Source: an optimization exercise on an open RTL-to-GDS flow (aim: small area, a short achievable clock period and few clock cycles per item). Production flows keep margins and buffers that such runs may drop.
Only simulation tests tie the RTL to the original design; equivalence was not proved.
Power figures rest on the tool's default switching activity, not on a simulated workload.

`flow/flow/run.sh`:
```
#!/bin/bash
# The standard layout, with plain buffers (not delay buffers) on the ports.
set -euo pipefail
cp standard.sh standard_copy.sh.txt
bash standard.sh BUFFER_PORTS_ARGS="-buffer_cell sky130_fd_sc_hd__buf_4" finish > orfs_make.log 2>&1
```
`flow/standard.sh`:
```
#!/bin/bash
# synth_recipe.tcl (not shown) runs the flow's synth.tcl, then flattens the netlist and writes it again
# the make line also repeats each setting of config.mk as NAME=value (left out here)
make -C /OpenROAD-flow-scripts/flow DESIGN_CONFIG=/design/flow/config.mk WORK_HOME=/design/flow/orfs CLKGATE_MAP_FILE= SYNTH_SCRIPT=/design/flow/synth_recipe.tcl "${@:-finish}"
```
`flow/config.mk`:
```
export PLATFORM = sky130hd
export DESIGN_NAME = cc_top
export DESIGN_NICKNAME = cc_top
export VERILOG_FILES = /design/flow/design.v
export SDC_FILE = /design/flow/constraint.sdc
export NUM_CORES = 4
export LEC_CHECK = 0
export CAP_MARGIN = 20
export CORE_MARGIN = 2
export CORE_UTILIZATION = 50
export SLEW_MARGIN = 20
```
`flow/constraint.sdc`:
```
create_clock -name core_clock -period 10.0 [get_ports {clk}]
set_input_delay 2.0000 -clock core_clock [delete_from_list [all_inputs] [get_ports {clk}]]
set_output_delay 2.0000 -clock core_clock [all_outputs]
set_load 0.01 [all_outputs]
```
`flow/design.v`:
```
package cc_pkg;
    localparam int board_dim = 6;
    localparam int cell_count = board_dim * board_dim;
    localparam logic [2:0] red    = 3'd0;
    localparam logic [2:0] blue   = 3'd1;
    localparam logic [2:0] green  = 3'd2;
    localparam logic [2:0] yellow = 3'd3;
    localparam logic [2:0] orange = 3'd4;
    localparam logic [2:0] purple = 3'd5;
    localparam logic [2:0] empty  = 3'd7;
    localparam logic [1:0] up    = 2'd0;
    localparam logic [1:0] down  = 2'd1;
    localparam logic [1:0] left  = 2'd2;
    localparam logic [1:0] right = 2'd3;
    localparam logic [2:0] idle         = 3'd0;
    localparam logic [2:0] load_actions = 3'd1;
    localparam logic [2:0] scan         = 3'd2;
    localparam logic [2:0] clear        = 3'd3;
    localparam logic [2:0] next_action  = 3'd4;
    localparam logic [2:0] report       = 3'd5;
endpackage
`timescale 1ns/1ns
module line_match (
    input  logic [3*cc_pkg::board_dim-1:0] cells,
    output logic [cc_pkg::board_dim-3:0]   hits,
    output logic [cc_pkg::board_dim-1:0]   covered,
    output logic [2:0]                     count
);
    logic [cc_pkg::board_dim-2:0] eq;
    always_comb begin
        for (int p = 0; p < cc_pkg::board_dim - 1; p++) begin
            eq[p] = cells[3*p +: 3] == cells[3*(p+1) +: 3];
        end
        for (int w = 0; w < cc_pkg::board_dim - 2; w++) begin
            hits[w] = (cells[3*w +: 3] != cc_pkg::empty) && eq[w] && eq[w+1];
        end
        covered = '0;
        for (int w = 0; w < cc_pkg::board_dim - 2; w++) begin
            covered[w +: 3] = covered[w +: 3] | {3{hits[w]}};
        end
    end
    assign count = {2'b00, hits[0]} + {2'b00, hits[1]} + {2'b00, hits[2]} + {2'b00, hits[3]};
endmodule
`timescale 1ns/1ns
module board_store (
    input  logic                            clk,
    input  logic                            rst_n,
    input  logic                            color_valid,
    input  logic [2:0]                      color,
    input  logic                            action_valid,
    input  logic [cc_pkg::board_dim-2:0]    vrows,
    input  logic [cc_pkg::board_dim-1:0]    hrows,
    input  logic [cc_pkg::board_dim-1:0]    cols,
    input  logic                            wipe,
    input  logic                            game_end,
    input  logic [cc_pkg::cell_count-1:0]   clear_mask,
    output logic [3*cc_pkg::cell_count-1:0] scan_board
);
    localparam int dim = cc_pkg::board_dim;
    localparam int n   = cc_pkg::cell_count;
    logic [3*n-1:0] board;
    logic [n-1:0]   full;
    logic [n-1:0]   swap_v;
    logic [n-1:0]   swap_h;
    logic [n-1:0]   keep;
    logic [n-1:0]   load;
    logic [n-1:0]   clear;
    logic [2:0]     load_row;
    logic [2:0]     load_col;
    logic           stale;
    logic           blank;
    always_ff @(posedge clk or negedge rst_n) begin
        if (!rst_n) begin
            load_row <= '0;
            load_col <= '0;
            stale    <= 1'b1;
        end else if (game_end) begin
            load_row <= '0;
            load_col <= '0;
        end else begin
            if (color_valid || action_valid) begin
                stale <= 1'b0;
            end
            if (color_valid && load_row != 3'(dim)) begin
                if (load_col == 3'(dim - 1)) begin
                    load_col <= '0;
                    load_row <= load_row + 3'd1;
                end else begin
                    load_col <= load_col + 3'd1;
                end
            end
        end
    end
    assign blank = wipe || stale;
    always_comb begin
        for (int k = 0; k < n; k++) begin
            full[k] = board[3*k +: 3] != cc_pkg::empty;
        end
        for (int k = 0; k < n; k++) begin
            swap_v[k] = 1'b0;
            swap_h[k] = 1'b0;
            if (k / dim < dim - 1) begin
                swap_v[k] = vrows[k / dim] && cols[k % dim] && full[k] && full[k + dim];
            end
            if (k % dim < dim - 1) begin
                swap_h[k] = hrows[k / dim] && cols[k % dim] && full[k] && full[k + 1];
            end
        end
        for (int k = 0; k < n; k++) begin
            keep[k] = !(blank || swap_v[k] || swap_h[k]);
            if (k / dim > 0) keep[k] = keep[k] && !swap_v[k - dim];
            if (k % dim > 0) keep[k] = keep[k] && !swap_h[k - 1];
            load[k]  = color_valid && load_row == 3'(k / dim) && load_col == 3'(k % dim);
            clear[k] = clear_mask[k] && action_valid;
        end
    end
    always_comb begin
        for (int k = 0; k < n; k++) begin
            scan_board[3*k +: 3] = board[3*k +: 3] & {3{keep[k]}};
            if (k / dim > 0) begin
                scan_board[3*k +: 3] = scan_board[3*k +: 3] | (board[3*(k - dim) +: 3] & {3{swap_v[k - dim]}});
            end
            if (k / dim < dim - 1) begin
                scan_board[3*k +: 3] = scan_board[3*k +: 3] | (board[3*(k + dim) +: 3] & {3{swap_v[k]}});
            end
            if (k % dim > 0) begin
                scan_board[3*k +: 3] = scan_board[3*k +: 3] | (board[3*(k - 1) +: 3] & {3{swap_h[k - 1]}});
            end
            if (k % dim < dim - 1) begin
                scan_board[3*k +: 3] = scan_board[3*k +: 3] | (board[3*(k + 1) +: 3] & {3{swap_h[k]}});
            end
        end
    end
    always_ff @(posedge clk) begin
        for (int k = 0; k < n; k++) begin
            board[3*k +: 3] <= scan_board[3*k +: 3] | {3{clear[k]}} | (color & {3{load[k]}});
        end
    end
endmodule
`timescale 1ns/1ns
module action_queue #(
    parameter int max_actions = 10
) (
    input  logic                         clk,
    input  logic                         rst_n,
    input  logic                         action_valid,
    input  logic [7:0]                   action,
    input  logic                         game_end,
    output logic [cc_pkg::board_dim-2:0] vrows,
    output logic [cc_pkg::board_dim-1:0] hrows,
    output logic [cc_pkg::board_dim-1:0] cols,
    output logic                         started
);
    localparam int dim   = cc_pkg::board_dim;
    localparam int cnt_w = $clog2(max_actions + 1);
    logic [cnt_w-1:0] kept;
    logic             more;
    logic [1:0]       dir;
    logic [2:0]       row;
    logic [2:0]       col;
    logic             take;
    logic [dim-1:0]   row_is;
    logic [dim-1:0]   col_is;
    assign dir  = action[7:6];
    assign row  = action[5:3];
    assign col  = action[2:0];
    assign take = action_valid && more;
    always_comb begin
        for (int i = 0; i < dim; i++) begin
            row_is[i] = row == 3'(i);
            col_is[i] = col == 3'(i);
        end
    end
    always_ff @(posedge clk or negedge rst_n) begin
        if (!rst_n) begin
            vrows <= '0;
            hrows <= '0;
        end else begin
            for (int i = 0; i < dim - 1; i++) begin
                vrows[i] <= take && (col < 3'(dim))
                         && ((dir == cc_pkg::up && row_is[i + 1]) || (dir == cc_pkg::down && row_is[i]));
            end
            for (int i = 0; i < dim; i++) begin
                hrows[i] <= take && row_is[i]
                         && ((dir == cc_pkg::left && col != 3'd0 && col < 3'(dim))
                          || (dir == cc_pkg::right && col < 3'(dim - 1)));
            end
        end
    end
    always_ff @(posedge clk) begin
        for (int i = 0; i < dim; i++) begin
            if (i < dim - 1) begin
                cols[i] <= dir == cc_pkg::left ? col_is[i + 1] : col_is[i];
            end else begin
                cols[i] <= dir != cc_pkg::left && col_is[i];
            end
        end
    end
    always_ff @(posedge clk or negedge rst_n) begin
        if (!rst_n) begin
            kept    <= '0;
            more    <= 1'b1;
            started <= 1'b0;
        end else if (game_end) begin
            kept    <= '0;
            more    <= 1'b1;
            started <= 1'b0;
        end else if (action_valid) begin
            started <= 1'b1;
            if (take) begin
                kept <= kept + 1'b1;
                more <= kept != cnt_w'(max_actions - 1);
            end
        end
    end
endmodule
`timescale 1ns/1ns
module match_scan (
    input  logic [3*cc_pkg::cell_count-1:0] board,
    output logic [cc_pkg::cell_count-1:0]   clear_mask,
    output logic [3*2*cc_pkg::board_dim-1:0] line_counts
);
    localparam int dim = cc_pkg::board_dim;
    logic [3*dim-1:0] row_cells [dim];
    logic [3*dim-1:0] col_cells [dim];
    logic [dim-3:0]   row_hits  [dim];
    logic [dim-3:0]   col_hits  [dim];
    logic [dim-1:0]   row_cov   [dim];
    logic [dim-1:0]   col_cov   [dim];
    always_comb begin
        for (int i = 0; i < dim; i++) begin
            for (int j = 0; j < dim; j++) begin
                row_cells[i][3*j +: 3] = board[3*(i*dim + j) +: 3];
                col_cells[i][3*j +: 3] = board[3*(j*dim + i) +: 3];
            end
        end
    end
    for (genvar i = 0; i < dim; i++) begin : g_line
        line_match row_inst (
            .cells   (row_cells[i]),
            .hits    (row_hits[i]),
            .covered (row_cov[i]),
            .count   (line_counts[3*i +: 3])
        );
        line_match col_inst (
            .cells   (col_cells[i]),
            .hits    (col_hits[i]),
            .covered (col_cov[i]),
            .count   (line_counts[3*(dim + i) +: 3])
        );
    end
    always_comb begin
        for (int i = 0; i < dim; i++) begin
            for (int j = 0; j < dim; j++) begin
                clear_mask[i*dim + j] = row_cov[i][j] | col_cov[j][i];
            end
        end
    end
endmodule
`timescale 1ns/1ns
module cc_ctrl (
    input  logic                             clk,
    input  logic                             rst_n,
    input  logic                             started,
    input  logic                             action_valid,
    input  logic [3*2*cc_pkg::board_dim-1:0] line_counts,
    output logic                             game_end,
    output logic                             wipe,
    output logic                             out_valid,
    output logic [6:0]                       score
);
    localparam int lines = 2 * cc_pkg::board_dim;
    logic [3*lines-1:0] cnt_l;
    logic               act_l;
    logic               end_l;
    logic [5:0]         row_a;
    logic [5:0]         row_b;
    logic [5:0]         sum_a;
    logic [5:0]         sum_b;
    logic               act_q;
    logic               end_q;
    logic [6:0]         total;
    logic [6:0]         total_nxt;
    assign game_end = started && !action_valid;
    assign wipe     = end_l;
    sum12 sum12_inst (
        .in_0  (cnt_l[0 +: 3]),
        .in_1  (cnt_l[3 +: 3]),
        .in_2  (cnt_l[6 +: 3]),
        .in_3  (cnt_l[9 +: 3]),
        .in_4  (cnt_l[12 +: 3]),
        .in_5  (cnt_l[15 +: 3]),
        .in_6  (cnt_l[18 +: 3]),
        .in_7  (cnt_l[21 +: 3]),
        .in_8  (cnt_l[24 +: 3]),
        .in_9  (cnt_l[27 +: 3]),
        .in_10 (cnt_l[30 +: 3]),
        .in_11 (cnt_l[33 +: 3]),
        .row_a (row_a),
        .row_b (row_b)
    );
    always_ff @(posedge clk) begin
        cnt_l <= line_counts;
        sum_a <= row_a;
        sum_b <= row_b;
    end
    always_ff @(posedge clk or negedge rst_n) begin
        if (!rst_n) begin
            act_l <= 1'b0;
            end_l <= 1'b0;
            act_q <= 1'b0;
            end_q <= 1'b0;
        end else begin
            act_l <= action_valid || started;
            end_l <= game_end;
            act_q <= act_l;
            end_q <= end_l;
        end
    end
    assign total_nxt = total + (act_q ? 7'(sum_a) + 7'(sum_b) : 7'd0);
    always_ff @(posedge clk or negedge rst_n) begin
        if (!rst_n) begin
            total     <= '0;
            out_valid <= 1'b0;
            score     <= '0;
        end else begin
            total     <= end_q ? 7'd0 : total_nxt;
            out_valid <= end_q;
            score     <= end_q ? total_nxt : '0;
        end
    end
endmodule
module sum12 (
    input  logic [2:0] in_0,
    input  logic [2:0] in_1,
    input  logic [2:0] in_2,
    input  logic [2:0] in_3,
    input  logic [2:0] in_4,
    input  logic [2:0] in_5,
    input  logic [2:0] in_6,
    input  logic [2:0] in_7,
    input  logic [2:0] in_8,
    input  logic [2:0] in_9,
    input  logic [2:0] in_10,
    input  logic [2:0] in_11,
    output logic [5:0] row_a,
    output logic [5:0] row_b
);
    logic t1, t2, t3, t4, t5, t6, t7, t8, t9, t10, t11, t12, t13, t14, t15, t16, t17, t18, t19, t20, t21, t22, t23, t24, t25, t26, t27, t28, t29, t30, t31, t32, t33, t34, t35, t36, t37, t38, t39, t40, t41, t42, t43, t44, t45, t46, t47, t48, t49, t50, t51, t52, t53, t54;
    assign t1 = in_0[0] ^ in_1[0] ^ in_2[0];
    assign t2 = (in_0[0] & in_1[0]) | (in_0[0] & in_2[0]) | (in_1[0] & in_2[0]);
    assign t3 = in_3[0] ^ in_4[0] ^ in_5[0];
    assign t4 = (in_3[0] & in_4[0]) | (in_3[0] & in_5[0]) | (in_4[0] & in_5[0]);
    assign t5 = in_6[0] ^ in_7[0] ^ in_8[0];
    assign t6 = (in_6[0] & in_7[0]) | (in_6[0] & in_8[0]) | (in_7[0] & in_8[0]);
    assign t7 = in_9[0] ^ in_10[0] ^ in_11[0];
    assign t8 = (in_9[0] & in_10[0]) | (in_9[0] & in_11[0]) | (in_10[0] & in_11[0]);
    assign t9 = in_0[1] ^ in_1[1] ^ in_2[1];
    assign t10 = (in_0[1] & in_1[1]) | (in_0[1] & in_2[1]) | (in_1[1] & in_2[1]);
    assign t11 = in_3[1] ^ in_4[1] ^ in_5[1];
    assign t12 = (in_3[1] & in_4[1]) | (in_3[1] & in_5[1]) | (in_4[1] & in_5[1]);
    assign t13 = in_6[1] ^ in_7[1] ^ in_8[1];
    assign t14 = (in_6[1] & in_7[1]) | (in_6[1] & in_8[1]) | (in_7[1] & in_8[1]);
    assign t15 = in_9[1] ^ in_10[1] ^ in_11[1];
    assign t16 = (in_9[1] & in_10[1]) | (in_9[1] & in_11[1]) | (in_10[1] & in_11[1]);
    assign t17 = in_0[2] ^ in_1[2] ^ in_2[2];
    assign t18 = (in_0[2] & in_1[2]) | (in_0[2] & in_2[2]) | (in_1[2] & in_2[2]);
    assign t19 = in_3[2] ^ in_4[2] ^ in_5[2];
    assign t20 = (in_3[2] & in_4[2]) | (in_3[2] & in_5[2]) | (in_4[2] & in_5[2]);
    assign t21 = in_6[2] ^ in_7[2] ^ in_8[2];
    assign t22 = (in_6[2] & in_7[2]) | (in_6[2] & in_8[2]) | (in_7[2] & in_8[2]);
    assign t23 = in_9[2] ^ in_10[2] ^ in_11[2];
    assign t24 = (in_9[2] & in_10[2]) | (in_9[2] & in_11[2]) | (in_10[2] & in_11[2]);
    assign t25 = t1 ^ t3 ^ t5;
    assign t26 = (t1 & t3) | (t1 & t5) | (t3 & t5);
    assign t27 = t2 ^ t4 ^ t6;
    assign t28 = (t2 & t4) | (t2 & t6) | (t4 & t6);
    assign t29 = t8 ^ t9 ^ t11;
    assign t30 = (t8 & t9) | (t8 & t11) | (t9 & t11);
    assign t31 = t10 ^ t12 ^ t14;
    assign t32 = (t10 & t12) | (t10 & t14) | (t12 & t14);
    assign t33 = t16 ^ t17 ^ t19;
    assign t34 = (t16 & t17) | (t16 & t19) | (t17 & t19);
    assign t35 = t18 ^ t20 ^ t22;
    assign t36 = (t18 & t20) | (t18 & t22) | (t20 & t22);
    assign t37 = t26 ^ t27 ^ t29;
    assign t38 = (t26 & t27) | (t26 & t29) | (t27 & t29);
    assign t39 = t28 ^ t30 ^ t31;
    assign t40 = (t28 & t30) | (t28 & t31) | (t30 & t31);
    assign t41 = t33 ^ t21 ^ t23;
    assign t42 = (t33 & t21) | (t33 & t23) | (t21 & t23);
    assign t43 = t32 ^ t34 ^ t35;
    assign t44 = (t32 & t34) | (t32 & t35) | (t34 & t35);
    assign t45 = t37 ^ t13 ^ t15;
    assign t46 = (t37 & t13) | (t37 & t15) | (t13 & t15);
    assign t47 = t38 ^ t39 ^ t41;
    assign t48 = (t38 & t39) | (t38 & t41) | (t39 & t41);
    assign t49 = t40 ^ t42 ^ t43;
    assign t50 = (t40 & t42) | (t40 & t43) | (t42 & t43);
    assign t51 = t48 ^ t49 ^ t24;
    assign t52 = (t48 & t49) | (t48 & t24) | (t49 & t24);
    assign t53 = t50 ^ t44 ^ t36;
    assign t54 = (t50 & t44) | (t50 & t36) | (t44 & t36);
    assign row_a[0] = t25;
    assign row_b[0] = t7;
    assign row_a[1] = t45;
    assign row_b[1] = 1'b0;
    assign row_a[2] = t46;
    assign row_b[2] = t47;
    assign row_a[3] = t51;
    assign row_b[3] = 1'b0;
    assign row_a[4] = t52;
    assign row_b[4] = t53;
    assign row_a[5] = t54;
    assign row_b[5] = 1'b0;
endmodule
`timescale 1ns/1ns
module cc_top #(
    parameter int max_actions = 10
) (
    input  logic            clk,
    input  logic            rst_n,
    input  logic            color_valid,
    input  logic [2:0]      color,
    input  logic            action_valid,
    input  logic [7:0]      action,
    output logic            out_valid,
    output logic [6:0]      score
);
    logic [107:0] scan_board;
    logic [35:0]  clear_mask;
    logic [35:0]  line_counts;
    logic [4:0]   vrows;
    logic [5:0]   hrows;
    logic [5:0]   cols;
    logic         started;
    logic         game_end;
    logic         wipe;
    board_store board_store_inst (
        .clk          (clk),
        .rst_n        (rst_n),
        .color_valid  (color_valid),
        .color        (color),
        .action_valid (action_valid),
        .vrows        (vrows),
        .hrows        (hrows),
        .cols         (cols),
        .wipe         (wipe),
        .game_end     (game_end),
        .clear_mask   (clear_mask),
        .scan_board   (scan_board)
    );
    action_queue #(
        .max_actions (max_actions)
    ) action_queue_inst (
        .clk          (clk),
        .rst_n        (rst_n),
        .action_valid (action_valid),
        .action       (action),
        .game_end     (game_end),
        .vrows        (vrows),
        .hrows        (hrows),
        .cols         (cols),
        .started      (started)
    );
    match_scan match_scan_inst (
        .board       (scan_board),
        .clear_mask  (clear_mask),
        .line_counts (line_counts)
    );
    cc_ctrl cc_ctrl_inst (
        .clk          (clk),
        .rst_n        (rst_n),
        .started      (started),
        .action_valid (action_valid),
        .line_counts  (line_counts),
        .game_end     (game_end),
        .wipe         (wipe),
        .out_valid    (out_valid),
        .score        (score)
    );
endmodule
```
==> results of run 1 <==
[cells in the final DEF (no fill, tap or decap), types with 10 or more instances in the layout]
cell type,Yosys,final
clkbuf_16,0,25
nor3_1,43,43
a32oi_1,12,12
a222oi_1,20,20
dfxtp_1,159,159
nand4_1,17,17
xor2_1,95,95
dfrtp_1,41,41
a221o_1,25,25
and2_1,35,35
nor2_1,101,100
fa_1,40,40
ha_1,53,53
o31ai_1,20,20
and3_1,32,32
buf_4,2,31
o211ai_1,67,67
a21o_1,10,10
a21oi_1,78,78
nor4_1,10,10
nand2_1,184,184
a22oi_1,34,34
and4_1,13,13
a32o_1,23,23
a22o_1,16,16
nand3_1,168,168
inv_1,99,99
o21ai_0,18,18
o21ai_1,13,13
or3_1,18,18
xnor2_1,88,88
a31oi_1,51,51
a221oi_1,10,10
[path summary, 6_finish.rpt]
kind	to	slack, ns	cells after the start
max	cc_ctrl_inst.cnt_l[7]	4.97	12
min	cc_ctrl_inst.act_q	0.35	0
max reg2reg	cc_ctrl_inst.cnt_l[7]	4.97	12
min reg2reg	cc_ctrl_inst.act_q	0.35	0
max in group asynchronous	action_queue_inst.more	8.15	1
min in group asynchronous	cc_ctrl_inst.score[3]	1.46	1
[sequential cells by signal, summed over array words and instances (netlist names)]
signal	cells
board_store_inst.board	108
cc_ctrl_inst.cnt_l	36
cc_ctrl_inst.score	7
cc_ctrl_inst.total	7
action_queue_inst.cols	6
action_queue_inst.hrows	6
cc_ctrl_inst.sum_a	6
action_queue_inst.vrows	5
action_queue_inst.kept	4
board_store_inst.load_col	3
board_store_inst.load_row	3
cc_ctrl_inst.sum_b	3
action_queue_inst.more	1
action_queue_inst.started	1
board_store_inst.stale	1
cc_ctrl_inst.act_l	1
cc_ctrl_inst.act_q	1
cc_ctrl_inst.end_l	1
cc_ctrl_inst.end_q	1
cc_ctrl_inst.out_valid	1
[power by group through the flow]
| stage | registers [uW] | logic, uW | clock network (uW) |
|---|---|---|---|
| final | 1640 | 2480 | 1010 |
| after global routing | 1660 | 2730 | 1050 |
| after CTS | 1610 | 2440 | 1010 |
| after detailed placement | 1620 | 2420 | 0 |
| after global placement | 1620 | 2390 | 0 |
| after floorplan | 1360 | 1840 | 0 |
[per-layer routing]
metal  vias to the layer above  track usage (%)
li1                       6853                -
met2                       892            56.09
met4                         0            17.03
met1                      7307            48.07
met3                       220            4.689
met5                         -                0
[worst max-delay path, cell delays in order, from the launching register on]
cell and delay (ns):
dfxtp_1 0.97, nand2_1 0.41, nor2_1 0.48, nor3_2 0.14, a21oi_1 0.70, xnor2_1 0.19
nand3_1 0.15, nor4_1 0.57, inv_1 0.19, fa_1 0.60, inv_1 0.05, ha_1 0.19
ha_1 0.26
[stage by stage]
| step | instance area, um2 | util [%] | instances |
|---|---|---|---|
| floorplan | 15510 | - | 1870 |
| global placement | 15740 | 51.46 | 2182 |
| detailed placement | 15750 | 51.50 | 2184 |
| CTS | 16640 | 54.39 | 2225 |
| global route | 16640 | 54.41 | 2226 |
| finish | 16650 | 54.42 | 2227 |
[cells by family (layout without fill, tap and decap cells)]
group	after synthesis	count (layout)	synth area share [%]
compound gates	496	496	24.98
xor+xnor	183	183	10.33
fa+ha+maj	93	93	9.439
buf+inv	217	177	5.655
flops	202	202	27.48
mux	1	1	0.07260
other cells	0	1	0
simple gates	678	678	22.04
[area by class of cell]
class | count | area (um2)
sequential | 202 | 4262
antenna | 1 | 2.502
clock buffer | 29 | 670.6
timing repair buffer | 33 | 242.7
tap | 396 | 495.5
inverter | 103 | 386.6
multi-input combinational | 1451 | 10370
clock inverter | 12 | 214.0
fill | 2973 | 13940
==> reports/qor.yml, run 1 <==
grt_pass1_vias: 14710
insertion_delay_ns: 0.56
postRouteAntennaNets: 0
grt.total_usage_pct: 35.48
synth_top_area_cell: "dfxtp_1"
fmax_ghz: 0.1990
vdd_drop_max_uv: 152.3
viasPerCell: 6.858
vias: 15270
io_pins: 23
slew_headroom_pct: 30.09
p_total_uw: 5129
synth_cells: 1870
outcome: "complete, no violations"
max_slew.worst_pin.slew_ns: 1.045
synth_area_leaders: "dfxtp_1 21%, dfrtp_1 6.6%, nand3_1 5.4%"
yosysMostFrequentCell: "nand2_1"
h-tree-depth: 1
cell_internal_pwr_uw: 2693
yosysWarnings: 13
hold_viol: 0
yosysTopAreaCellShare_pct: 20.52
slew_viol_final: 0
finalSetupViolations: 0
antenna_found_initial: 1
dp_hpwl_mm: 45.04
cp-end-kind: "flip-flop"
drc: 0
min_from: "cc_ctrl_inst.act_l"
reg2reg_from: "action_queue_inst.cols[2]"
synth_top_flop_cell: "dfxtp_1"
p_sw_uw: 2436
cp_max_fo: 22
area_delta_synth_final_pct: 7.334
netlist_area_um2: 15510
hp-class: "flip-flop to flip-flop"
die_y_um: 180.1
nNetsFinal: 1923
met3_length_mm: 5.659
syn-num-nets: 1978
core_area_um2: 30590
synth-seq-cells: 202
die_area_um2: 32440
dp_slack_ns: 5.080
start_util_pct: 50.70
rsz0062_at_grt: "false"
fin_ws_ns: 4.975
synth_edf_count: 0
combPwrFrac_pct: 48.4
grt_start_max_net_pins: 44
synth.distinct_cells: 93
startpoint: "action_queue_inst.cols[2]"
die_w_um: 180.1
power_frac_seq_pct: 31.9
drtPass1Iterations: 10
avgRoutedWirePerCell_um: 26.43
sw_frac_of_total_pct: 47.50
met2_length_mm: 26.06
clkTransAtPathRegs_ns: 0.06
required_ns: 10.44
fin_crit_sh_pct: 50.25
cts_num_sinks: 202
crit_type: "flip-flop to flip-flop"
critPathLaunchType: "flip-flop"
portBuffers: 22
p_per_area_nw_per_um2: 308.1
postCtsSetupBuffers: 0
ctsHoldBuffers: 0
hold_ws_ns: 0.3532
cts_resized: 0
grt_pass1_wl_mm: 90.01
root_buffer: "clkbuf_16"
wl_mm: 58.86
cts_tree: "built"
clock_path_buffers: 3
fin_crit_ns: 5.025
skew_ns: 0.02687
synthArstFlopShare_pct: 21.29
synth-seq-area-share_pct: 27.48
layout-drive-gt1-share_pct: 7.869
grt-ovfl-total: 0
netlist_top_cells_count: "184 x nand2_1, 168 x nand3_1, 159 x dfxtp_1"
drv_cap: 0
finalSetupTns_ns: 0
syn_area_per_cell_um2: 8.293
crit_arrival_ns: 5.46
place_congestion: 0.9778
leakage_uw: 0.006500
drtIter0Drc: 1916
pwr-share-clk_pct: 19.7
rows: 64
cts_buffers: 24
highest_layer: "met4"
wl_met1_mm: 23.73
Testbench counts, summed over its fixed seeds: cycles 23,520, games 480.
==> run 2: changes to the inputs <==
==> flow/run.sh (new file) <==
#!/bin/bash
# synth_recipe.tcl (not shown) runs the flow's synth.tcl, then flattens the netlist and writes it again
# the make line also repeats each setting of config.mk as NAME=value (left out here)
make -C /OpenROAD-flow-scripts/flow DESIGN_CONFIG=/design/flow/config.mk WORK_HOME=/design/flow/orfs CLKGATE_MAP_FILE= SYNTH_SCRIPT=/design/flow/synth_recipe.tcl finish
--- a/flow/config.mk
+++ b/flow/config.mk
@@ -8,4 +8,4 @@
 export CAP_MARGIN = 20
 export CORE_MARGIN = 2
-export CORE_UTILIZATION = 50
+export CORE_UTILIZATION = 30
 export SLEW_MARGIN = 20
removed: flow/flow/run.sh
removed: flow/standard.sh
==> run 2 against run 1 <==
Against the previous run:
- first-iteration DRC count increased by 12%
- routed wire length increased by 0.74%
- critical path depth decreased by 1
- global-route usage decreased by 14 points
- register-to-register slack got worse by 0.09 ns
- worst setup slack got worse by 0.092 ns
- cell area increased by 2.4%
- hold slack improved by 0.0043 ns
- maximum frequency decreased by 1.8%
- via count increased by 0.30%
- combinational power about the same
- largest cell class unchanged
==> reports/qor.yml, run 2 <==
syn-num-nets: 1978
vdd_drop_max_uv: 128.4
grt.total_usage_pct: 21.62
area_delta_synth_final_pct: 9.932
yosysTopAreaCellShare_pct: 20.52
crit_end: "cc_ctrl_inst.cnt_l[28]"
drv_cap: 0
final_cell_mix: "184 x nand2_1, 168 x nand3_1, 159 x dfxtp_1"
synthArstFlopShare_pct: 21.29
wl_mm: 59.29
required_ns: 10.45
largest_reg_flops: 108
cp.depth: 11
outcome: "complete, no violations"
cts_tree: "built"
largest-register: "board_store_inst.board"
critPathLaunchType: "flip-flop"
avgRoutedWirePerCell_um: 23.55
cp_max_fo: 11
skew_ns: 0.02867
portBuffers: 22
core_area_um2: 51200
p_per_area_nw_per_um2: 297.2
die_w_um: 231.4
multi_input_area_um2: 10380
reg2reg_slack_ns: 4.88
finalSetupViolations: 0
cp_cell_sequence: "nand3_1, nand2_1, a21oi_1, a2111oi_1, a211o_1, xnor2_1, nand3_1, nor3b_1, fa_1, ha_1, ha_1"
synth-seq-cells: 202
slew_headroom_pct: 20.44
slew_viol_final: 0
die_area_um2: 53530
slowest_delay_ns: 1.00
fillers: 5342
io_pins: 23
place_area_um2: 16220
fmax_ghz: 0.1954
synth-seq-area-share_pct: 27.48
start_util_pct: 30.29
instances_no_fill: 2518
yosysMostFrequentCell: "nand2_1"
synth_area_leaders: "dfxtp_1 21%, dfrtp_1 6.6%, nand3_1 5.4%"
dp_hpwl_mm: 45.34
postRouteAntennaNets: 0
cts_resized: 0
critPathSlowestCell: "nor3b_1"
cts_buffers: 24
fin_area_um2: 17050
cp-end-kind: "flip-flop"
drtPass1Iterations: 9
largestRegisters: "board_store_inst.board x108, cc_ctrl_inst.cnt_l x36"
rsz0062_at_grt: "false"
insertion_delay_ns: 0.56
diodes: 0
drtIter0Drc: 2143
dp_cells: 2475
startpoint: "board_store_inst.board[49]"
netlist_area_um2: 15510
leakage_uw: 0.006462
netlist_top_cells_count: "184 x nand2_1, 168 x nand3_1, 159 x dfxtp_1"
layout-drive-gt1-share_pct: 7.291
root_buffer: "clkbuf_16"
reg2reg_from: "board_store_inst.board[49]"
grt_start_max_net_pins: 44
timing.rr.end: "cc_ctrl_inst.cnt_l[28]"
antenna_found_initial: 0
nNetsFinal: 1929
clock_path_buffers: 3
crit_buf_inv: 0
grt-ovfl-total: 0
crit_type: "flip-flop to flip-flop"
rr_worst_depth: 11
cts_num_sinks: 202
viasPerCell: 6.083
place_congestion: 0.9855
path_delay_family: "simple AND/OR/NAND/NOR gates"
postCtsSetupBuffers: 0
fin_crit_ns: 5.117
seq_area_um2: 4262
grt_pass1_wl_mm: 89.34
drc: 0
synth_edf_count: 0
syn_area_per_cell_um2: 8.293
synth_top_flop_cell: "dfxtp_1"
synth_top_area_cell: "dfxtp_1"
ctsHoldBuffers: 0
synth.distinct_cells: 93
final_common_cell: "nand2_1"
h-tree-depth: 1
hp-class: "flip-flop to flip-flop"
crit_arrival_ns: 5.57
hold_viol: 0
clkTransAtPathRegs_ns: 0.07
yosysWarnings: 13
vias: 15320
rows: 83
fin_crit_sh_pct: 51.17
grt_pass1_vias: 14790
finalSetupTns_ns: 0
synth_cells: 1870
max_slew.worst_pin.slew_ns: 1.191
die_y_um: 231.4
run 2: cell families after synthesis:
logic type | after synthesis | share of synthesized area, %
XOR/XNOR | 183 | 10.33
AND/OR/NAND/NOR | 678 | 22.04
flip-flops | 202 | 27.48
AO/OA/AOI/OAI | 496 | 24.98
buffers and inverters | 217 | 5.655
multiplexers | 1 | 0.07260
adder cells (fa/ha/maj) | 93 | 9.439
run 2: power breakdown:
| group | switching [uW] | internal [uW] |
|---|---|---|
| sequential | 520 | 1120 |
| clock | 396 | 534 |
| combinational | 1550 | 949 |
| total | 2460 | 2600 |
run 2: stage by stage:
stage	setup slack, ns	utilization (%)	hold WS (ns)	total power, uW
4_1_cts	5.140	33.30	0.3624	5009
2_1_floorplan	6.364	-	0.3312	3200
3_3_place_gp	5.194	31.66	0.3371	4013
5_1_grt	4.757	33.30	0.3819	5372
6_report	4.883	33.30	0.3575	5068
3_5_place_dp	5.169	31.67	0.3477	4066
run 2: routing by layer:
layer	up-vias	GRT usage [%]	part of all wire, %
met4	0	10.48	5.8
met5	-	0	0
li1	6859	-	-
met1	7360	27.94	40
met3	211	4.281	10
met2	888	34.39	44
run 2: how the worst min path moves through the flow:
stage,startpoint,slack (ns),end,depth (start not counted)
6_report,cc_ctrl_inst.act_l,0.36,cc_ctrl_inst.act_q,0
2_1_floorplan,cc_ctrl_inst.act_l,0.33,cc_ctrl_inst.act_q,0
5_1_grt,cc_ctrl_inst.act_l,0.38,cc_ctrl_inst.act_q,0
4_1_cts,cc_ctrl_inst.act_l,0.36,cc_ctrl_inst.act_q,0
3_5_place_dp,cc_ctrl_inst.act_l,0.35,cc_ctrl_inst.act_q,0
3_3_place_gp,cc_ctrl_inst.act_l,0.34,cc_ctrl_inst.act_q,0
run 2: final cells by class:
type	instances	area share, %
Inverter	103	2.268
Tap cell	680	4.990
Multi-Input combinational cell	1451	60.88
Clock buffer	25	3.603
Timing Repair Buffer	39	1.996
Sequential cell	202	25.00
Clock inverter	18	1.270
run 2: worst reg2reg max path, cell delays in order (launching register included):
cell	delay, ns
dfxtp_1	0.53
nand3_1	0.47
nand2_1	0.45
a21oi_1	0.14
a2111oi_1	0.59
a211o_1	0.44
xnor2_1	0.16
nand3_1	0.17
nor3b_1	1.00
fa_1	0.58
ha_1	0.21
ha_1	0.26
==> run 3: changes to the inputs <==
--- a/flow/design.v
+++ b/flow/design.v
@@ -40,5 +40,7 @@
         end
     end
-    assign count = {2'b00, hits[0]} + {2'b00, hits[1]} + {2'b00, hits[2]} + {2'b00, hits[3]};
+    assign count[2] = &hits;
+    assign count[1] = (hits[0] | hits[2]) & (hits[1] | hits[3]) & !count[2];
+    assign count[0] = (hits[0] ^ hits[1]) ^ (hits[2] ^ hits[3]);
 endmodule
 `timescale 1ns/1ns
==> flow/flow/run.sh (new file) <==
#!/bin/bash
# The standard layout with two changes: ABC's default mapping script in
# synthesis (flow/synth.tcl), and plain buffers (not delay buffers) on the
# ports. Each tool's output is kept in the ORFS logs; make's in orfs_make.log.
set -euo pipefail
here=$(pwd)
bash standard.sh SYNTH_SCRIPT="$here/flow/synth.tcl" \
  BUFFER_PORTS_ARGS="-buffer_cell sky130_fd_sc_hd__buf_4" SETUP_SLACK_MARGIN=6.0 finish > orfs_make.log 2>&1
==> flow/flow/synth.tcl (new file) <==
# synth_recipe.tcl (the standard synthesis), except that ABC maps the logic
# with its default script for a liberty library instead of ORFS's speed
# script. Registers are mapped before ABC runs, so they are the standard
# synthesis's, with the same names and cells.
proc synth {args} { yosys synth -nofsm -noshare {*}$args }
proc abc {args} {
  set i [lsearch -exact $args -script]
  if {$i >= 0} {
    set args [lreplace $args $i [expr {$i + 1}]]
  }
  puts "OWN-FLOW abc $args"
  yosys abc {*}$args
}
source $::env(SCRIPTS_DIR)/synth.tcl
# left out here: clear keep_hierarchy, flatten, clean up, hide names made inside functions, write 1_2_yosys.v
==> flow/standard.sh (new file) <==
#!/bin/bash
# synth_recipe.tcl (not shown) runs the flow's synth.tcl, then flattens the netlist and writes it again
# the make line also repeats each setting of config.mk as NAME=value (left out here)
make -C /OpenROAD-flow-scripts/flow DESIGN_CONFIG=/design/flow/config.mk WORK_HOME=/design/flow/orfs CLKGATE_MAP_FILE= SYNTH_SCRIPT=/design/flow/synth_recipe.tcl "${@:-finish}"
--- a/flow/config.mk
+++ b/flow/config.mk
@@ -8,4 +8,4 @@
 export CAP_MARGIN = 20
 export CORE_MARGIN = 2
-export CORE_UTILIZATION = 30
+export CORE_UTILIZATION = 50
 export SLEW_MARGIN = 20
removed: flow/run.sh
==> run 3 against run 2 <==
Against the previous run:
- maximum frequency up 28%
- highest routed layer is now met5
- final cell count fell by 15%
- die area down 41%
- global-route usage grew 14 points
- still clean
==> reports/qor.yml, run 3 <==
synth_area_leaders: "dfxtp_1 21%, xnor2_1 7.2%, dfrtp_1 6.8%"
area_delta_synth_final_pct: 9.847
reg2reg_slack_ns: 6.01
skew_ns: 0.01459
rows: 63
fin_crit_ns: 3.989
grt-ovfl-total: 0
synth_edf_count: 0
slew_viol_final: 0
drtPass1Iterations: 9
place_congestion: 0.9571
finalSetupViolations: 0
finalSetupTns_ns: 0
cts_num_sinks: 202
whs_path_depth: 0
final_common_cell: "nand2_1"
fin_crit_sh_pct: 39.89
die_y_um: 177.4
antenna_found_initial: 3
grt.total_usage_pct: 35.37
insertion_delay_ns: 0.55
synth_cells: 1758
syn_area_per_cell_um2: 8.550
start_util_pct: 50.71
p_per_area_nw_per_um2: 326.5
cp-end-kind: "flip-flop"
synth-seq-cells: 202
diodes: 0
avgRoutedWirePerCell_um: 26.48
slew_headroom_pct: 40.47
layout-drive-gt1-share_pct: 10.78
final_cell_mix: "219 x nand2_1, 159 x dfxtp_1, 141 x inv_1"
timing.rr.end: "cc_ctrl_inst.cnt_l[12]"
max_slew.worst_pin.slew_ns: 0.8929
crit_arrival_ns: 4.38
outcome: "complete, no violations"
clkTransAtPathRegs_ns: 0.07
reg2reg_from: "board_store_inst.board[81]"
grt_pass1_wl_mm: 85.53
postRouteAntennaNets: 0
vias: 14750
cp_max_fo: 8
p_total_uw: 5391
wl_mm: 56.75
drc: 0
synth.distinct_cells: 76
core_area_um2: 29640
yosysTopAreaCellShare_pct: 21.18
dp_hpwl_mm: 41.77
largest-register: "board_store_inst.board"
fmax_ghz: 0.2507
crit_type: "flip-flop to flip-flop"
holdPathEnd: "cc_ctrl_inst.act_q"
largestRegisters: "board_store_inst.board x108, cc_ctrl_inst.cnt_l x36"
root_buffer: "clkbuf_16"
yosysMostFrequentCell: "nand2_1"
hold_viol: 0
nNetsFinal: 1829
io_pins: 23
portBuffers: 22
drtIter0Drc: 2186
vdd_drop_max_uv: 146.1
cts_tree: "built"
leakage_uw: 0.006831
largest_reg_flops: 108
grt_pass1_vias: 14040
viasPerCell: 6.883
required_ns: 10.39
drv_cap: 0
die_w_um: 177.4
rsz0062_at_grt: "true"
h-tree-depth: 1
cts_buffers: 24
synth_top_area_cell: "dfxtp_1"
min_from: "cc_ctrl_inst.act_l"
grt_start_max_net_pins: 46
hp-class: "flip-flop to flip-flop"
netlist_top_cells_count: "219 x nand2_1, 159 x dfxtp_1, 141 x inv_1"
synth_top_flop_cell: "dfxtp_1"
synthArstFlopShare_pct: 21.29
rr_worst_depth: 10
clock_path_buffers: 3
netlist_area_um2: 15030
yosysWarnings: 13
die_area_um2: 31460
synth-seq-area-share_pct: 28.35
syn-num-nets: 1851
critPathLaunchType: "flip-flop"
[run 3: kinds of logic after synthesis]
kind of cell               count (synthesis)  share of synthesized area, %
DFF                                      202                         28.35
adders and majority gates                 78                         7.891
and+or+nand+nor                          654                         23.97
muxes                                      2                        0.1332
xor gates and xnor gates                 191                         11.13
buffers and inverters                    219                         5.652
AOI/OAI and AO/OA                        412                         22.88
[run 3: how the worst max path moves through the flow]
stage,cells after the start,from,endpoint
finish,10,board_store_inst.board[81],cc_ctrl_inst.cnt_l[12]
global route,11,cc_ctrl_inst.end_l,cc_ctrl_inst.cnt_l[12]
CTS,12,board_store_inst.board[28],board_store_inst.board[50]
detailed placement,12,board_store_inst.board[25],board_store_inst.board[32]
global placement,12,board_store_inst.board[24],board_store_inst.board[30]
floorplan,7,action_valid,board_store_inst.load_row[1]
[run 3: worst max-delay path, cell delays in order (launching register included)]
cell	delay (ns)
dfxtp_1	0.53
nand3_1	0.30
and4_1	0.40
or4b_4	0.60
o211ai_2	0.38
xnor2_1	0.17
nand3_1	0.22
a311oi_2	0.37
inv_1	0.13
ha_1	0.31
xor2_1	0.41
[run 3: metrics by stage]
stage | std cells | util, % | cell area (um2) | hold WS, ns | worst slack, ns
2_1_floorplan | 1758 | - | 15030 | 0.3312 | 6.632
3_5_place_dp | 2099 | 51.95 | 15400 | 0.3396 | 5.900
3_3_place_gp | 2099 | 51.95 | 15400 | 0.3401 | 5.909
6_report | 2143 | 55.71 | 16510 | 0.3512 | 6.011
4_1_cts | 2142 | 54.86 | 16260 | 0.3529 | 6.012
5_1_grt | 2143 | 55.71 | 16510 | 0.3635 | 5.960
[run 3: report_power, final]
| part | internal [uW] | switching [uW] |
|---|---|---|
| registers | 1120 | 526 |
| clock network | 557 | 388 |
| logic | 1020 | 1780 |
| total | 2700 | 2690 |
[run 3: timing repair]
item | in CTS | in global routing
pin swaps | 0 | 1
setup buffers | 0 | 1
endpoints found under the setup margin | 8 | 32
hold buffers | 0 | 0
gates resized for setup | 4 | 34
[run 3: routing by layer]
metal	global-route usage, %	vias to the layer above	share of wire [%]
li1	-	6551	-
met1	46.63	7064	40
met2	55.58	916	44
met3	7.091	217	11
met4	16.67	2	5.1
met5	0	-	0.032
[run 3: final cells by class]
type / instances / area (um2)
clock buffer: 27 / 621.8
inverter: 146 / 548.0
clock inverter: 16 / 215.2
sequential: 202 / 4262
fill: 2753 / 13130
timing repair buffer: 25 / 187.7
multi-input combinational: 1337 / 10190
tap: 390 / 488.0
Testbench counts of run 3, summed over its fixed seeds: cycles 23,520, games 480.
==> run 4: changes to the inputs <==
--- a/flow/flow/run.sh
+++ b/flow/flow/run.sh
@@ -6,3 +6,3 @@
 here=$(pwd)
 bash standard.sh SYNTH_SCRIPT="$here/flow/synth.tcl" \
-  BUFFER_PORTS_ARGS="-buffer_cell sky130_fd_sc_hd__buf_4" SETUP_SLACK_MARGIN=6.0 finish > orfs_make.log 2>&1
+  BUFFER_PORTS_ARGS="-buffer_cell sky130_fd_sc_hd__buf_4" SETUP_SLACK_MARGIN=6.5 finish > orfs_make.log 2>&1
--- a/flow/config.mk
+++ b/flow/config.mk
@@ -8,4 +8,4 @@
 export CAP_MARGIN = 20
 export CORE_MARGIN = 2
-export CORE_UTILIZATION = 50
+export CORE_UTILIZATION = 65
 export SLEW_MARGIN = 20
==> run 4 against run 3 <==
Against the previous run:
- cell area rose by 7.7%
- sequential share of layout area decreased by 1.4 points
- worst setup slack better by 0.42 ns
- largest cell class unchanged
==> reports/qor.yml, run 4 <==
diodes: 0
antenna_found_initial: 1
slew_viol_final: 0
finalSetupTns_ns: 0
cts_num_sinks: 202
fin_crit_sh_pct: 35.71
layout-drive-gt1-share_pct: 22.42
p_total_uw: 5786
synth_top_flop_cell: "dfxtp_1"
die_area_um2: 24360
avgRoutedWirePerCell_um: 26.05
timing.rr.end: "cc_ctrl_inst.cnt_l[13]"
synth-seq-area-share_pct: 28.35
largest_reg_flops: 108
syn_area_per_cell_um2: 8.550
area_delta_synth_final_pct: 18.28
rows: 55
drtIter0Drc: 2547
skew_ns: 0.01747
place_area_um2: 15270
hold_viol: 0
yosysWarnings: 13
die_w_um: 156.1
final_core_utilization_pct: 78.52
postRouteAntennaNets: 0
finalSetupViolations: 0
synth-seq-cells: 202
syn-num-nets: 1851
crit_type: "flip-flop to flip-flop"
clkTransAtPathRegs_ns: 0.06
vias: 15530
insertion_delay_ns: 0.54
grt_pass1_wl_mm: 82.21
cts_buffers: 24
core_area_um2: 22640
start_util_pct: 66.39
wl_mm: 55.07
h-tree-depth: 1
min_from: "cc_ctrl_inst.act_l"
fmax_ghz: 0.2800
synth_edf_count: 0
rr_worst_depth: 11
grt-ovfl-total: 0
portBuffers: 22
yosysMostFrequentCell: "nand2_1"
reg2reg_from: "board_store_inst.board[67]"
place_congestion: 0.9858
dp_cells: 1995
nNetsFinal: 1905
fin_crit_ns: 3.571
critPathLaunchType: "flip-flop"
cp_max_fo: 8
netlist_area_um2: 15030
fin_area_um2: 17780
fillers: 1553
grt.total_usage_pct: 43.46
largestRegisters: "board_store_inst.board x108, cc_ctrl_inst.cnt_l x36"
yosysTopAreaCellShare_pct: 21.18
drc: 0
io_pins: 23
whs_path_depth: 0
slew_headroom_pct: 41.72
grt_pass1_vias: 14550
vdd_drop_max_uv: 208.3
hp-class: "flip-flop to flip-flop"
p_per_area_nw_per_um2: 325.4
dp_hpwl_mm: 39.25
outcome: "complete, no violations"
cts_tree: "built"
rsz0062_at_grt: "true"
drtPass1Iterations: 9
cp-end-kind: "flip-flop"
grt_start_max_net_pins: 46
largest-register: "board_store_inst.board"
required_ns: 10.40
synth_top_area_cell: "dfxtp_1"
leakage_uw: 0.007270
clock_path_buffers: 3
holdPathEnd: "cc_ctrl_inst.act_q"
synth_cells: 1758
synth.distinct_cells: 76
ctsHoldBuffers: 0
die_y_um: 156.1
drv_cap: 0
reg2reg_slack_ns: 6.43
max_slew.worst_pin.slew_ns: 0.8743
instances_no_fill: 2114
viasPerCell: 7.347
final_common_cell: "nand2_1"
final_cell_mix: "211 x nand2_1, 139 x inv_1, 123 x xnor2_1"
netlist_top_cells_count: "219 x nand2_1, 159 x dfxtp_1, 141 x inv_1"
synth_area_leaders: "dfxtp_1 21%, xnor2_1 7.2%, dfrtp_1 6.8%"
root_buffer: "clkbuf_16"
synthArstFlopShare_pct: 21.29
crit_arrival_ns: 3.97
## run 4: kinds of logic after synthesis
group / count (synthesis) / share of synthesized area [%]
mux: 2 / 0.1332
xor+xnor: 191 / 11.13
compound gates: 412 / 22.88
buf+inv: 219 / 5.652
simple gates: 654 / 23.97
flops: 202 / 28.35
fa+ha+maj: 78 / 7.891
## run 4: power by group
part	switching, uW	leakage [uW]	internal, uW
logic	1900	0.00498	1260
clock network	362	0.000405	555
registers	553	0.00189	1150
## run 4: timing repair
item,in CTS,in global routing
setup endpoints to repair,96,107
gates cloned,0,0
setup buffers,22,54
resized for setup,99,142
pin swaps,14,33
## run 4: area by class of cell
class / count / area, um2 / area share (%)
clock inverter: 11 / 136.4 / 0.7671
multi-input combinational: 1337 / 10910 / 61.38
inverter: 146 / 548.0 / 3.083
timing repair buffer: 101 / 805.8 / 4.532
tap: 285 / 356.6 / 2.006
sequential: 202 / 4337 / 24.39
clock buffer: 32 / 681.9 / 3.836
## run 4: worst max-delay path by stage
| stage | startpoint | end | slack, ns | depth (start not counted) |
|---|---|---|---|---|
| floorplan | action_valid | board_store_inst.load_row[1] | 6.63 | 7 |
| global placement | board_store_inst.board[46] | board_store_inst.board[81] | 6.04 | 11 |
| detailed placement | action_valid | board_store_inst.load_row[1] | 5.99 | 7 |
| CTS | board_store_inst.stale | board_store_inst.board[21] | 6.47 | 13 |
| global route | board_store_inst.board[67] | cc_ctrl_inst.cnt_l[13] | 6.40 | 11 |
| finish | board_store_inst.board[67] | cc_ctrl_inst.cnt_l[13] | 6.43 | 11 |
## run 4: routing by layer
metal / GRT usage (%) / up-vias / wire [um]
li1: - / 6695 / -
met1: 55.53 / 7168 / 19850
met2: 66.90 / 1299 / 23500
met3: 11.28 / 367 / 7608
met4: 24.60 / 2 / 4104
met5: 0 / - / 13
## run 4: metrics by stage
| step | hold slack (ns) | setup slack (ns) |
|---|---|---|
| after floorplan | 0.3312 | 6.632 |
| final | 0.3635 | 6.429 |
| after CTS | 0.3507 | 6.473 |
| after global placement | 0.3356 | 6.044 |
| after global routing | 0.3629 | 6.399 |
| after detailed placement | 0.3373 | 5.992 |
## run 4: critical path, cell delays in order (launching register included)
cell and delay, ns:
dfxtp_2 0.45, nand3_2 0.22, and4_2 0.36, or4b_4 0.59
o211ai_4 0.28, buf_4 0.18, xnor2_1 0.14, nand3_2 0.20
a311oi_4 0.42, buf_4 0.19, and3_1 0.30, a221oi_2 0.10
==> run 5: changes to the inputs <==
--- a/flow/config.mk
+++ b/flow/config.mk
@@ -8,4 +8,4 @@
 export CAP_MARGIN = 20
 export CORE_MARGIN = 2
-export CORE_UTILIZATION = 65
+export CORE_UTILIZATION = 50
 export SLEW_MARGIN = 20
==> run 5 against run 4 <==
Against the previous run:
- clock skew about the same
- via count up 0.96%
- worst setup slack worse by 0.0088 ns
- critical endpoint is now cc_ctrl_inst.cnt_l[10]
==> reports/qor.yml, run 5 <==
portBuffers: 22
yosysMostFrequentCell: "nand2_1"
skew_ns: 0.01732
multi_input_area_um2: 11070
fin_crit_ns: 3.580
vias: 15680
insertion_delay_ns: 0.56
hold_viol: 0
crit_type: "flip-flop to flip-flop"
core_area_um2: 29640
syn_area_per_cell_um2: 8.550
cts_buffers: 24
synth_edf_count: 0
rows: 63
die_y_um: 177.4
reg2reg_from: "board_store_inst.board[69]"
grt_pass1_wl_mm: 88.75
clkTransAtPathRegs_ns: 0.07
drtPass1Iterations: 11
cp_max_fo: 7
synth.distinct_cells: 76
nNetsFinal: 1947
rsz0062_at_grt: "true"
critPathSlowestCell: "or4b_4"
instances_no_fill: 2261
finalSetupTns_ns: 0
largestRegisters: "board_store_inst.board x108, cc_ctrl_inst.cnt_l x36"
startpoint: "board_store_inst.board[69]"
io_pins: 23
start_util_pct: 50.71
slowest_delay_ns: 0.60
avgRoutedWirePerCell_um: 26.39
dp_hpwl_mm: 41.77
synth-seq-area-share_pct: 28.35
fillers: 2540
synthArstFlopShare_pct: 21.29
postRouteAntennaNets: 0
place_congestion: 0.9571
required_ns: 10.47
p_per_area_nw_per_um2: 327.8
viasPerCell: 6.935
min_from: "cc_ctrl_inst.act_l"
synth_area_leaders: "dfxtp_1 21%, xnor2_1 7.2%, dfrtp_1 6.8%"
cp_cell_sequence: "nand3_2, and4_2, or4b_4, o211ai_4, buf_4, xnor2_1, nand4_1, buf_4, o22ai_1, o21ai_0, nor2_1"
drtIter0Drc: 2402
diodes: 0
fmax_ghz: 0.2793
synth_top_area_cell: "dfxtp_1"
final_core_utilization_pct: 62.13
root_buffer: "clkbuf_16"
netlist_top_cells_count: "219 x nand2_1, 159 x dfxtp_1, 141 x inv_1"
h-tree-depth: 1
synth-seq-cells: 202
cts_tree: "built"
grt.total_usage_pct: 36.66
seq_area_um2: 4337
area_delta_synth_final_pct: 22.51
max_slew.worst_pin.slew_ns: 0.8854
die_area_um2: 31460
layout-drive-gt1-share_pct: 24.69
hold_ws_ns: 0.3498
grt-ovfl-total: 0
antenna_found_initial: 3
grt_start_max_net_pins: 46
final_cell_mix: "206 x nand2_1, 141 x inv_1, 137 x buf_4"
netlist_area_um2: 15030
synth_cells: 1758
critPathLaunchType: "flip-flop"
cp-end-kind: "flip-flop"
synth_top_flop_cell: "dfxtp_1"
cts_num_sinks: 202
slew_headroom_pct: 40.97
grt_pass1_vias: 14560
drv_cap: 0
die_w_um: 177.4
crit_top_cell: "buf_4"
crit_arrival_ns: 4.05
drc: 0
outcome: "complete, no violations"
slew_viol_final: 0
leakage_uw: 0.007511
finalSetupViolations: 0
final_common_cell: "nand2_1"
dp_cells: 2099
yosysTopAreaCellShare_pct: 21.18
vdd_drop_max_uv: 169.4
largest_reg_flops: 108
hp-class: "flip-flop to flip-flop"
syn-num-nets: 1851
largest-register: "board_store_inst.board"
fin_crit_sh_pct: 35.80
wl_mm: 59.67
ctsHoldBuffers: 0
yosysWarnings: 13
clock_path_buffers: 3
-- run 5: cell counts after synthesis --
No cell type changed its count.
-- run 5: final timing paths --
check	end	slack, ns	cells past startpoint
worst max-delay path	cc_ctrl_inst.cnt_l[10]	6.42	11
worst min-delay path	cc_ctrl_inst.act_q	0.35	0
worst max register to register	cc_ctrl_inst.cnt_l[10]	6.42	11
worst min register to register	cc_ctrl_inst.act_q	0.35	0
max in group asynchronous	action_queue_inst.vrows[0]	8.11	1
min in group asynchronous	cc_ctrl_inst.score[2]	1.44	1
-- run 5: what timing repair did --
item,CTS,global route
gates resized for setup,131,134
endpoints found under the setup margin,109,110
buffers inserted,39,80
pin swaps,25,63
-- run 5: cells by family (layout without fill, tap and decap cells) --
kind of cell / count (synthesis) / in the layout / synth area share [%]
AOI/OAI and AO/OA: 412 / 412 / 22.88
xor gates and xnor gates: 191 / 191 / 11.13
adders and majority gates: 78 / 78 / 7.891
buffers and inverters: 219 / 332 / 5.652
DFF: 202 / 202 / 28.35
muxes: 2 / 2 / 0.1332
and+or+nand+nor: 654 / 654 / 23.97
-- run 5: layer usage --
metal / GRT usage, % / wire, um / vias to the layer above
met5: 0 / 0 / -
met1: 48.01 / 22870 / 7489
met3: 7.841 / 7014 / 271
met2: 57.62 / 26560 / 1123
met4: 17.35 / 3228 / 0
li1: - / - / 6797
-- run 5: worst max-delay path: cells and delay by family, from the launching register on --
kind                   cells  cell delay [ns]
AO/OA/AOI/OAI              3             0.92
flip-flops                 1             0.50
XOR/XNOR                   1             0.14
buffers and inverters      2             0.39
AND/OR/NAND/NOR            5             1.56
-- run 5: layout make-up --
cell class / instances / share of cell area, %
Clock buffer: 27 / 3.377
Clock inverter: 16 / 1.169
Inverter: 146 / 2.976
Multi-Input combinational cell: 1337 / 60.12
Sequential cell: 202 / 23.55
Tap cell: 390 / 2.650
Timing Repair Buffer: 143 / 6.156
-- run 5: per-stage QoR --
stage	power (uW)	setup WS, ns	cell area (um2)
5_1_grt	6304	6.399	18410
2_1_floorplan	3295	6.632	15030
4_1_cts	5546	6.495	17270
3_5_place_dp	4259	5.900	15400
3_3_place_gp	4229	5.909	15400
6_report	6036	6.420	18410
-- run 5: where the power goes --
group | leakage [uW] | switching [uW] | internal (uW) | total (uW)
sequential | 0.00189 | 562 | 1150 | 1710
combinational | 0.00521 | 2020 | 1350 | 3370
clock | 0.000412 | 395 | 557 | 951
==> run 6: changes to the inputs <==
--- a/flow/design.v
+++ b/flow/design.v
@@ -57,5 +57,6 @@
     input  logic                            game_end,
     input  logic [cc_pkg::cell_count-1:0]   clear_mask,
-    output logic [3*cc_pkg::cell_count-1:0] scan_board
+    output logic [3*cc_pkg::cell_count-1:0] scan_board,
+    output logic                            illegal
 );
     localparam int dim = cc_pkg::board_dim;
@@ -65,4 +66,6 @@
     logic [n-1:0]   swap_v;
     logic [n-1:0]   swap_h;
+    logic [n-1:0]   touched;
+    logic [n-1:0]   hold;
     logic [n-1:0]   keep;
     logic [n-1:0]   load;
@@ -102,17 +105,20 @@
             swap_v[k] = 1'b0;
             swap_h[k] = 1'b0;
-            if (k / dim < dim - 1) begin
-                swap_v[k] = vrows[k / dim] && cols[k % dim] && full[k] && full[k + dim];
-            end
-            if (k % dim < dim - 1) begin
-                swap_h[k] = hrows[k / dim] && cols[k % dim] && full[k] && full[k + 1];
-            end
+            if (k / dim < dim - 1) swap_v[k] = vrows[k / dim] && cols[k % dim];
+            if (k % dim < dim - 1) swap_h[k] = hrows[k / dim] && cols[k % dim];
         end
         for (int k = 0; k < n; k++) begin
-            keep[k] = !(blank || swap_v[k] || swap_h[k]);
-            if (k / dim > 0) keep[k] = keep[k] && !swap_v[k - dim];
-            if (k % dim > 0) keep[k] = keep[k] && !swap_h[k - 1];
-            load[k]  = color_valid && load_row == 3'(k / dim) && load_col == 3'(k % dim);
-            clear[k] = clear_mask[k] && action_valid;
+            touched[k] = swap_v[k] || swap_h[k];
+            if (k / dim > 0) touched[k] = touched[k] || swap_v[k - dim];
+            if (k % dim > 0) touched[k] = touched[k] || swap_h[k - 1];
+            keep[k] = !(blank || touched[k]);
+            load[k] = color_valid && load_row == 3'(k / dim) && load_col == 3'(k % dim);
+        end
+    end
+    assign illegal = |(touched & ~full);
+    always_comb begin
+        for (int k = 0; k < n; k++) begin
+            hold[k]  = touched[k] && illegal;
+            clear[k] = clear_mask[k] && action_valid && !illegal;
         end
     end
@@ -136,5 +142,6 @@
     always_ff @(posedge clk) begin
         for (int k = 0; k < n; k++) begin
-            board[3*k +: 3] <= scan_board[3*k +: 3] | {3{clear[k]}} | (color & {3{load[k]}});
+            board[3*k +: 3] <= (hold[k] ? board[3*k +: 3] : scan_board[3*k +: 3])
+                             | {3{clear[k]}} | (color & {3{load[k]}});
         end
     end
@@ -266,4 +273,5 @@
     input  logic                             started,
     input  logic                             action_valid,
+    input  logic                             illegal,
     input  logic [3*2*cc_pkg::board_dim-1:0] line_counts,
     output logic                             game_end,
@@ -314,5 +322,5 @@
             end_q <= 1'b0;
         end else begin
-            act_l <= action_valid || started;
+            act_l <= (action_valid || started) && !illegal;
             end_l <= game_end;
             act_q <= act_l;
@@ -439,4 +447,5 @@
     logic         game_end;
     logic         wipe;
+    logic         illegal;
     board_store board_store_inst (
         .clk          (clk),
@@ -451,5 +460,6 @@
         .game_end     (game_end),
         .clear_mask   (clear_mask),
-        .scan_board   (scan_board)
+        .scan_board   (scan_board),
+        .illegal      (illegal)
     );
     action_queue #(
@@ -476,4 +486,5 @@
         .started      (started),
         .action_valid (action_valid),
+        .illegal      (illegal),
         .line_counts  (line_counts),
         .game_end     (game_end),
==> run 6 against run 5 <==
Against the previous run:
- global-route usage up 0.41 points
- register-to-register slack better by 0.11 ns
- area after synthesis up 5.1%
- clock skew down 0.0051 ns
- still clean on timing, DRC and antenna
- flip-flop and latch count unchanged
==> reports/qor.yml, run 6 <==
outcome: "complete, no violations"
die_w_um: 181.8
io_pins: 23
die_area_um2: 33040
drtPass1Iterations: 10
vdd_drop_max_uv: 162.6
critPathSlowestCell: "ha_1"
yosysMostFrequentCell: "nand3_1"
cell_internal_pwr_uw: 2756
largest-register: "board_store_inst.board"
final_core_utilization_pct: 57.86
postRouteAntennaNets: 0
synth_top_flop_cell: "dfxtp_1"
cts_tree: "built"
synthMuxAreaShare_pct: 5.384
cp_cell_sequence: "buf_4, and2_0, a222oi_1, o211ai_1, xor2_1, nor3_2, nand3_2, ha_1, xor2_1"
hold_viol: 0
required_ns: 10.42
netlist_top_cells_count: "275 x nand3_1, 242 x nand2_1, 159 x dfxtp_1"
grt-ovfl-total: 0
synth_edf_count: 0
synth-simple-area-share_pct: 27.87
cts_num_sinks: 202
synth-compound-area-share_pct: 17.63
viasPerCell: 6.821
grt_pass1_wl_mm: 94.59
synthArstFlopShare_pct: 21.29
rsz0062_at_grt: "true"
fin_crit_sh_pct: 34.70
place_area_um2: 16230
avgRoutedWirePerCell_um: 26.24
synth_xor_area_share_pct: 10.53
layout-drive-gt1-share_pct: 10.24
final_cell_mix: "264 x nand3_1, 241 x nand2_1, 156 x dfxtp_1"
vias: 16660
h-tree-depth: 1
yosys.area_share.adder_pct: 7.507
yosysTopAreaCellShare_pct: 20.14
place_congestion: 0.9314
slew_headroom_pct: 36.55
synth-seq-area-share_pct: 26.97
synth_area_leaders: "dfxtp_1 20%, nand3_1 8.7%, dfrtp_1 6.5%"
grt_start_max_net_pins: 53
clkTransAtPathRegs_ns: 0.06
syn-num-nets: 2084
die_y_um: 181.8
crit_arrival_ns: 3.89
power_frac_seq_pct: 31.3
wl_mm: 64.10
hp-class: "flip-flop to flip-flop"
largest_reg_flops: 108
rows: 65
portBuffers: 22
slowest_delay_ns: 0.48
start_util_pct: 50.47
synth-seq-cells: 202
cp-end-kind: "flip-flop"
finalSetupTns_ns: 0
synth.distinct_cells: 65
drtIter0Drc: 2591
critPathLaunchType: "flip-flop"
p_per_area_nw_per_um2: 297.3
skew_ns: 0.01224
grt_pass1_vias: 15380
crit_type: "flip-flop to flip-flop"
antenna_found_initial: 0
slew_viol_final: 0
drv_cap: 0
cts_buffers: 26
netlist_area_um2: 15800
area_delta_synth_final_pct: 14.66
fillers: 2924
clock_path_buffers: 3
sw_frac_of_total_pct: 48.84
crit_top_cell: "xor2_1"
fmax_ghz: 0.2882
dp_hpwl_mm: 45.42
p_sw_uw: 2631
cp_max_fo: 20
root_buffer: "clkbuf_16"
drc: 0
finalSetupViolations: 0
diodes: 0
largestRegisters: "board_store_inst.board x108, cc_ctrl_inst.cnt_l x36"
fin_area_um2: 18120
synth_top_family_by_area: "simple AND/OR/NAND/NOR gates"
max_slew.worst_pin.slew_ns: 0.9418
insertion_delay_ns: 0.55
leakage_uw: 0.007177
pwr-share-clk_pct: 18.3
synth_cells: 1991
nNetsFinal: 2116
combPwrFrac_pct: 50.4
grt.total_usage_pct: 37.06
fin_crit_ns: 3.470
syn_area_per_cell_um2: 7.936
yosysWarnings: 13
final_common_cell: "nand3_1"
synth_top_area_cell: "dfxtp_1"
core_area_um2: 31310
run 6: cell types whose count changed after synthesis, moves of 35 or more:
| cell | before | now |
|---|---|---|
| inv_1 | 141 | 86 |
| nand3_1 | 98 | 275 |
| o211ai_2 | 37 | 0 |
| and4_1 | 61 | 3 |
| a22oi_1 | 33 | 86 |
| mux2i_1 | 2 | 85 |
| xor2_1 | 67 | 102 |
| o21ai_0 | 31 | 73 |
| xnor2_1 | 124 | 88 |
| a21oi_1 | 104 | 44 |
| and2_0 | 0 | 51 |
run 6: cells by family (layout without fill, tap and decap cells):
group / count (synthesis) / after routing
XOR/XNOR: 190 / 190
multiplexers: 85 / 85
flip-flops: 202 / 202
buffers and inverters: 166 / 216
AND/OR/NAND/NOR: 887 / 887
AO/OA/AOI/OAI: 383 / 383
adder cells (fa/ha/maj): 78 / 78
run 6: worst paths after layout:
check / startpoint / end / slack (ns) / cells after the start
max: action_queue_inst.hrows[4] / cc_ctrl_inst.cnt_l[12] / 6.53 / 9
min: cc_ctrl_inst.act_l / cc_ctrl_inst.act_q / 0.35 / 0
max reg2reg: action_queue_inst.hrows[4] / cc_ctrl_inst.cnt_l[12] / 6.53 / 9
min reg2reg: cc_ctrl_inst.act_l / cc_ctrl_inst.act_q / 0.35 / 0
max in group asynchronous: rst_n / action_queue_inst.vrows[1] / 8.13 / 1
min in group asynchronous: rst_n / action_queue_inst.vrows[0] / 1.44 / 1
run 6: cell type report:
cell class / instances / area (um2) / share of cell area, %
clock inverter: 11 / 132.6 / 0.7320
timing repair buffer: 84 / 809.5 / 4.468
inverter: 86 / 322.8 / 1.782
multi-input combinational: 1623 / 11300 / 62.35
sequential: 202 / 4287 / 23.66
tap: 402 / 503.0 / 2.776
clock buffer: 35 / 765.7 / 4.227
run 6: stage by stage:
stage	total power, uW	instances	setup WS, ns	hold WS, ns
floorplan	3160	1991	6.674	0.3312
global placement	4070	2345	5.481	0.3322
detailed placement	4101	2345	5.505	0.3356
CTS	5186	2419	6.507	0.3485
global route	5646	2443	6.456	0.3551
finish	5387	2443	6.530	0.3466
run 6: routing by layer:
metal | wire length, um | track usage [%]
met3 | 7915 | 6.759
met4 | 4067 | 20.81
met5 | 0 | 0
met1 | 25160 | 50.68
met2 | 26960 | 55.10
run 6: critical path: cells and delay by family (launching register included):
family	cells	cell delay, ns
xor+xnor	2	0.47
buf+inv	1	0.22
simple gates	3	0.99
flops	1	0.37
compound gates	2	0.80
fa+ha+maj	1	0.48
run 6: power by group through the flow:
stage | sequential (uW) | combinational (uW) | clock (uW)
finish | 1690 | 2710 | 987
global route | 1690 | 2930 | 1030
CTS | 1640 | 2550 | 995
detailed placement | 1650 | 2450 | 0
global placement | 1660 | 2410 | 0
floorplan | 1400 | 1760 | 0
run 6: timing repair:
| item | in CTS | in global routing |
|---|---|---|
| buffers inserted | 27 | 20 |
| endpoints found under the setup margin | 140 | 128 |
| gates resized for setup | 51 | 79 |
| hold buffers | 0 | 0 |
| hold endpoints to repair | 0 | 0 |
| cloned | 1 | 4 |
| pin swaps | 14 | 13 |
Testbench counts of run 6, summed over its fixed seeds: cycles 23,520, games 480.

[what the ideal ports hide]
How much do the figures lean on ideal ports? The routed layouts below were timed once more, with nothing changed but the port constraints.
Step 1: set_driving_cell puts a clkbuf_16 on clk and a buf_2 on each other input, an assumption about the parent block.
Step 2 also shifts input and output timing later by t, the mid clock arrival at the registers, as if the neighbouring blocks saw the same clock.
Slacks: ideal / step 1 / step 2; pairs: ideal / step 1.
run | t, ns | setup slack, ns | clock arrival spread, ns | worst data-port slew with drivers (ns)
run 1 | 0.597 | 4.975 / 4.975 / 4.975 | 0.027 / 0.027 | 0.04
run 2 | 0.601 | 4.883 / 4.883 / 4.883 | 0.029 / 0.029 | 0.04
run 3 | 0.599 | 6.011 / 6.011 / 5.937 | 0.015 / 0.015 | 0.06
run 4 | 0.585 | 6.429 / 6.429 / 6.076 | 0.018 / 0.018 | 0.04
run 5 | 0.606 | 6.420 / 6.420 / 6.102 | 0.019 / 0.018 | 0.06
run 6 | 0.596 | 6.530 / 6.530 / 6.128 | 0.012 / 0.012 | 0.04
After both steps every run listed still meets setup and hold. The setup slack of run 6, which loses most, moves by 0.000 ns with the drivers and by -0.402 ns with both steps.
